This is an optimization exercise on Yosys and OpenROAD, whose aim is small area, a short achievable clock period and few clock cycles per item, not a production implementation.
Power and IR drop assume default switching activity.

Design softmax_top, start of the top module:
module softmax_top (
  input  logic        clk,
  input  logic        rst_n,
  input  logic [15:0] fifo_data,
  input  logic        fifo_empty,
  output logic        rd_en,
  output logic [15:0] tx_data,
  output logic        tx_empty,
  input  logic        tx_fifo_en,
  input  logic [1:0]  control
);
Settings: LEC_CHECK=0, CAP_MARGIN=20, CORE_MARGIN=2, CORE_UTILIZATION=65, CTS_BUF_LIST=sky130_fd_sc_hd__clkbuf_16, CTS_CLUSTER_DIAMETER=100, CTS_CLUSTER_SIZE=28, SETUP_SLACK_MARGIN=5.0, SLEW_MARGIN=20; clock period 10.0 ns.
run.sh (not shown) runs the stock make flow with config.mk's settings and CLKGATE_MAP_FILE= SYNTH_SCRIPT=/design/flow/synth_recipe.tcl, a recipe that flattens the netlist after the stock synthesis.
The first run passed the timing, design-rule and antenna checks.
Next try:
==> flow/flow/run.sh (new file) <==
#!/bin/bash
# The standard layout (standard.sh), changed only in how hard and where the
# layout is optimised, not in the constraints it is signed off at:
#  - port buffers are sky130_fd_sc_hd__buf_4 instead of the delay cell buffer_ports picks
#    (every port still gets its own buffer),
#  - the pin placer keeps all pins on one edge (-exclude left:* -exclude right:* -exclude bottom:*), so the
#    bypass paths between input and output pins stay short.
# The full make output goes to make_flow.log; ORFS keeps each step's log
# under orfs/logs.
set -uo pipefail
sed -e 's/SETUP_SLACK_MARGIN=[0-9.]*/SETUP_SLACK_MARGIN=6.0 BUFFER_PORTS_ARGS="-buffer_cell sky130_fd_sc_hd__buf_4" PLACE_PINS_ARGS="-exclude left:* -exclude right:* -exclude bottom:*"/' standard.sh > standard_tuned.sh
bash standard_tuned.sh > make_flow.log 2>&1
status=$?
echo "standard flow exit $status"
exit $status
==> flow/standard.sh (new file) <==
#!/bin/bash
# synth_recipe.tcl (not shown) runs the flow's synth.tcl, then flattens the netlist and writes it again
# the make line also repeats each setting of config.mk as NAME=value (left out here)
make -C /OpenROAD-flow-scripts/flow DESIGN_CONFIG=/design/flow/config.mk WORK_HOME=/design/flow/orfs CLKGATE_MAP_FILE= SYNTH_SCRIPT=/design/flow/synth_recipe.tcl "${@:-finish}"
removed: flow/run.sh
Routed wire length increases by 2.1%.
Synthesized cell count does not change.
Fmax rises by 2.6%.
Die area stays the same.
Global-route usage is higher by 0.69 points.
Cell count came out higher by 0.96%.
Worst hold slack gets better by 8.3 ps.
Power climbs by 0.45%.
No run of this note included a check of the RTL's function; only the layout flow was run.

* * *

## the reference run
Another version of the RTL of softmax_top (not shown whole).
For scale: ~670 flip-flops.
Settings: LEC_CHECK=0, CAP_MARGIN=20, CORE_MARGIN=2, CORE_UTILIZATION=65, CTS_BUF_LIST=sky130_fd_sc_hd__clkbuf_16, CTS_CLUSTER_DIAMETER=100, CTS_CLUSTER_SIZE=28, SETUP_SLACK_MARGIN=5.0, SLEW_MARGIN=20; clock period 10.0 ns.
Stock flow here: none of the scripts above is used.
What the trial run does differently from the reference run at the input level:
==> flow/flow/run.sh (new file) <==
#!/bin/bash
# The standard layout (standard.sh), changed only in how hard and where the
# layout is optimised, not in the constraints it is signed off at:
#  - port buffers are sky130_fd_sc_hd__buf_4 instead of the delay cell buffer_ports picks
#    (every port still gets its own buffer),
#  - the pin placer keeps all pins on one edge (-exclude left:* -exclude right:* -exclude bottom:*), so the
#    bypass paths between input and output pins stay short.
# The full make output goes to make_flow.log; ORFS keeps each step's log
# under orfs/logs.
set -uo pipefail
sed -e 's/SETUP_SLACK_MARGIN=[0-9.]*/SETUP_SLACK_MARGIN=6.0 BUFFER_PORTS_ARGS="-buffer_cell sky130_fd_sc_hd__buf_4" PLACE_PINS_ARGS="-exclude left:* -exclude right:* -exclude bottom:*"/' standard.sh > standard_tuned.sh
bash standard_tuned.sh > make_flow.log 2>&1
status=$?
echo "standard flow exit $status"
exit $status
==> flow/standard.sh (new file) <==
#!/bin/bash
# synth_recipe.tcl (not shown) runs the flow's synth.tcl, then flattens the netlist and writes it again
# the make line also repeats each setting of config.mk as NAME=value (left out here)
make -C /OpenROAD-flow-scripts/flow DESIGN_CONFIG=/design/flow/config.mk WORK_HOME=/design/flow/orfs CLKGATE_MAP_FILE= SYNTH_SCRIPT=/design/flow/synth_recipe.tcl "${@:-finish}"
removed: flow/run.sh
### Flow results
Compared with the reference run, the trial run shows post-route total power higher by 0.037 mW. The final wirelength number comes out higher for the trial run vs the reference run. Re H-tree depth: no difference whatsoever between the reference run and the trial run. Comparing the trial run and the reference run, depth of the most critical reg-to-reg path is higher on the trial run.
No run of this note included a check of the RTL's function; only the layout flow was run.

==> re-timing with driven ports <==
Ports are ideal in the flow. The routed layouts listed here were re-timed in OpenROAD. Step 1, drivers: a clkbuf_16 drives clk and a buf_2 each remaining input, both assumed. Step 2 times the ports against the registers' clock, not the clock port: input delays grow and output delays shrink by t, the midpoint of the rising clock arrivals with the driver on. Slacks: ideal ports / drivers / drivers and shift; pairs: ideal ports / drivers.
| run | shift t [ns] | slack for setup (ns) | worst setup path at the end | slew at the worst register clock pin (ns) | worst slew at a driven data input, ns |
|---|---|---|---|---|---|
| the first run of note 1 | 0.641 | 5.023 / 4.999 / 4.662 | input to register | 0.11 / 0.11 | 0.04 |
| the second run of note 1 | 0.633 | 5.148 / 5.101 / 5.101 | input to output | 0.11 / 0.11 | 0.07 |
| the reference run | 0.633 | 4.892 / 4.892 / 4.681 | input to register | 0.12 / 0.12 | 0.04 |
| the trial run | 0.627 | 4.734 / 4.734 / 4.734 | register to register | 0.11 / 0.11 | 0.07 |
After both steps every run listed still meets setup and hold. For the first run of note 1, which loses most, drivers alone change the setup slack by -0.024 ns; drivers and shift together by -0.361 ns.
